What follows belongs to an exercise in optimizing a design on an open flow for small area, a short achievable clock period and few clock cycles; a production flow would make more cautious choices.
In this exercise RTL edits were held to simulation tests only and were not proved equivalent to the original.
The clock port is modelled as an ideal driver; clocking choices that lean on that would not hold on a real chip.
Power is estimated from default activity; no workload was simulated.

## bounded_fifo_with_remove_by_value
module bounded_fifo_with_remove_by_value #(
  parameter int unsigned DEPTH      = DEPTH_DEF,
  parameter int unsigned DATA_WIDTH = DATA_WIDTH_DEF
) (
  input  logic               clk_i,
  input  logic               rst_ni,
  input  logic               cfg_we_i,
  input  logic [LIMIT_W-1:0] cfg_wdata_i,
  input  logic               in_valid_i,
  output logic               in_stall_o,
  input  logic [MODE_W+VALUE_W-1:0]          in_word_i,
  output logic               out_valid_o,
  input  logic               out_stall_i,
  output logic [STATUS_W+VALUE_W+OCC_W-1:0] out_word_o
);
  localparam int unsigned CNT_W = $clog2(DEPTH + 1);
  localparam int unsigned CMP_W = (CNT_W > LIMIT_W) ? CNT_W : LIMIT_W;
  localparam int unsigned RSP_W = STATUS_W + VALUE_W + OCC_W;
  logic [MODE_W-1:0]     mode0;
  logic [DATA_WIDTH-1:0] val0;
  logic                  v1_q;
  logic [MODE_W-1:0]     mode1_q;
  logic [DATA_WIDTH-1:0] val1_q;
  logic [DEPTH-1:0]      m1_q;
  logic                  r1_free;
  logic                  stall_q;
  logic                  pr_q;         
  logic [DEPTH-1:0]      vld_q, vld_d;
  logic [CNT_W-1:0]      cnt_q, cnt_d;
  logic [LIMIT_W-1:0]    limit_q;
  logic                  room_q, room_d;    
  logic                  any_q, any_d;      
  logic [DATA_WIDTH-1:0] cell_data [DEPTH];
  logic [DEPTH-1:0]      cell_eq;
  logic [DEPTH-1:0]      below_full;        
  logic [DEPTH-1:0]      shift_en;
  logic [DEPTH-1:0]      m_next;
  logic                  eq01;
  logic                  fire;
  logic                  is_push, is_pop, is_remove;
  logic                  push_ok, dec;
  logic [DEPTH-1:0]      old_q, old_d;      
  logic [DEPTH-1:0]      next_old;          
  logic                  old_clr;
  logic [DEPTH-1:0]      hit_oh, hit_vec, clr;
  logic                  found;
  logic                  room_inc, room_dec;
  logic [STATUS_W-1:0]   res_status;
  logic [VALUE_W-1:0]    res_value;
  logic [RSP_W-1:0]      res;
  logic                  ov_q, sv_q, sv_d;
  logic [RSP_W-1:0]      ow_q, sw_q;
  logic                  deliver;
  assign r1_free    = ~stall_q;
  assign in_stall_o = stall_q;
  assign mode0      = in_word_i[MODE_W+VALUE_W-1:VALUE_W];
  ...
Size: ~690 flip-flops, ~85 I/O pins, ~0.033 mm² of cells after synthesis.
==> flow/config.mk <==
export PLATFORM = sky130hd
export DESIGN_NAME = bounded_fifo_with_remove_by_value
export DESIGN_NICKNAME = bounded_fifo_with_remove_by_value
export VERILOG_FILES = /design/flow/design.v
export SDC_FILE = /design/flow/constraint.sdc
export NUM_CORES = 4
export LEC_CHECK = 0
export CAP_MARGIN = 20
export CORE_MARGIN = 2
export CORE_UTILIZATION = 40
export CTS_CLUSTER_DIAMETER = 80
export CTS_CLUSTER_SIZE = 22
export PLACE_DENSITY = 0.7
export SETUP_SLACK_MARGIN = 3.0
export SLEW_MARGIN = 20
export TNS_END_PERCENT = 0
==> flow/constraint.sdc <==
create_clock -name core_clock -period 5.0 [get_ports {clk_i}]
set_input_delay 1.0000 -clock core_clock [delete_from_list [all_inputs] [get_ports {clk_i}]]
set_output_delay 1.0000 -clock core_clock [all_outputs]
set_load 0.01 [all_outputs]
standard.sh (not shown) runs the stock make flow with config.mk's settings and CLKGATE_MAP_FILE= SYNTH_SCRIPT=/design/flow/synth_recipe.tcl, a recipe that flattens the netlist after the stock synthesis.
==> flow/flow/run.sh <==
#!/bin/bash
set -euo pipefail
export BUFFER_PORTS_ARGS="-buffer_cell sky130_fd_sc_hd__buf_2"
bash standard.sh > standard_flow.log 2>&1
Testbench counts at the start, summed over its fixed seeds: cycles 12,016.
Edit:
- PLACE_DENSITY: 0.7 -> 0.8
- SETUP_SLACK_MARGIN: 3.0 -> 2.8
Total power drops slightly.
Setup slack gains 0.12 ns.
Sequential power fell by a few percent.
Edit:
- PLACE_DENSITY: 0.8 -> 0.9
=> Wire length drops by 2.5%; combinational power drops by about 3%; total power drops by 1.1%.
Edit:
- CTS_CLUSTER_DIAMETER: 80 -> 90
- CTS_CLUSTER_SIZE: 22 -> 20
- PLACE_DENSITY: 0.9 -> 0.8
- SETUP_SLACK_MARGIN: 2.8 -> 3.0
What happened: The changed run went through all stages and came out clean; cell area came out higher by 0.92%; total power came out higher by 0.45%; core utilization came out higher by 0.41 points; critical path depth came out higher by 2; global-route usage came out higher by 1.1 points; area after synthesis does not change; worst hold slack is worse by 0.0054 ns; wire length came out higher by 3.1%; clock power is about the same; first-iteration DRC count came out lower by 12%; count of clock-buffer cells in the layout came out higher by 2.
Edit:
==> flow/flow/run.sh (replaced) <==
#!/bin/bash
set -euo pipefail
here=$(pwd)
export BUFFER_PORTS_ARGS="-buffer_cell sky130_fd_sc_hd__buf_4"
export POST_CTS_TCL="$here/flow/post_cts.tcl"
bash standard.sh > standard_flow.log 2>&1
==> flow/flow/post_cts.tcl (new file) <==
# Runs inside ORFS's cts.tcl (POST_CTS_TCL hook), after its own repair and
# legalisation: more setup repair passes on the worst paths, then legalise.
estimate_parasitics -placement
repair_timing -setup -setup_margin $::env(SETUP_SLACK_MARGIN) -repair_tns 0 \
  -max_passes 2000 -verbose
detailed_placement
check_placement -verbose
- CTS_CLUSTER_DIAMETER: 90 -> not set
- CTS_CLUSTER_SIZE: 20 -> not set
- PLACE_DENSITY: 0.8 -> not set
- SETUP_SLACK_MARGIN: 3.0 -> 2.9
After rerunning: Setup slack got worse by 0.18 ns. Via count rose by 1.9%. Cell area rose by 3.7%. Fmax fell by 7.0%. Global-route usage rose by 1.9 points. Sequential cell count is unchanged. Combinational power rose by 6.1%. First-iteration DRC count fell by 14%. Routed wire length rose by 4.5%. Synthesized area does not change. Sequential power rose by about 3%.
Edit:
==> flow/flow/run.sh (replaced) <==
#!/bin/bash
set -euo pipefail
export BUFFER_PORTS_ARGS="-buffer_cell sky130_fd_sc_hd__buf_4"
bash standard.sh > standard_flow.log 2>&1
- CTS_CLUSTER_DIAMETER: not set -> 80
- CTS_CLUSTER_SIZE: not set -> 22
- PLACE_DENSITY: not set -> 0.8
- SETUP_SLACK_MARGIN: 2.9 -> 3.0
removed: flow/flow/post_cts.tcl
After rerunning: The new run went through all stages and came out clean. Sequential cell count is unchanged. Cell count drops by 2.7%. Die area is unchanged. Sequential share of layout area went up by 2.3 points. Routed wire length went down by 10%. Area after synthesis does not change. Setup slack loses 0.048 ns.

-- what the ideal ports hide --
In the flow no input, the clock included, has a driving cell. The finished layouts below were timed again as built, in two steps. Step 1, drivers: a clkbuf_16 drives clk_i and a buf_2 each remaining input, both assumed. Step 2 adds t to the input delays and takes it off the output delays; t is the mean of the earliest and latest rising clock arrival at the registers after step 1. Input paths then give back, and output paths get back, about the clock's delay inside the block. Three values: no drivers, after step 1, after step 2; two values: the first two.
| run | t, ns | setup slack, ns | hold WS [ns] | worst data-port slew with drivers (ns) |
|---|---|---|---|---|
| the first run | 0.674 | 2.462 / 2.468 / 1.821 | 0.474 / 0.452 / 0.474 | 0.10 |
| the second run | 0.679 | 2.580 / 2.580 / 1.949 | 0.478 / 0.461 / 0.478 | 0.07 |
| the third run | 0.697 | 2.297 / 2.322 / 1.625 | 0.479 / 0.442 / 0.479 | 0.11 |
| the fourth run | 0.674 | 2.582 / 2.620 / 1.945 | 0.473 / 0.473 / 0.473 | 0.07 |
| the fifth run | 0.718 | 2.400 / 2.400 / 1.740 | 0.391 / 0.346 / 0.471 | 0.06 |
| the sixth run | 0.669 | 2.352 / 2.376 / 1.708 | 0.416 / 0.373 / 0.477 | 0.15 |
After both steps every run listed still meets setup and hold. For the third run, which loses most, drivers alone change the setup slack by +0.025 ns; drivers and shift together by -0.672 ns.
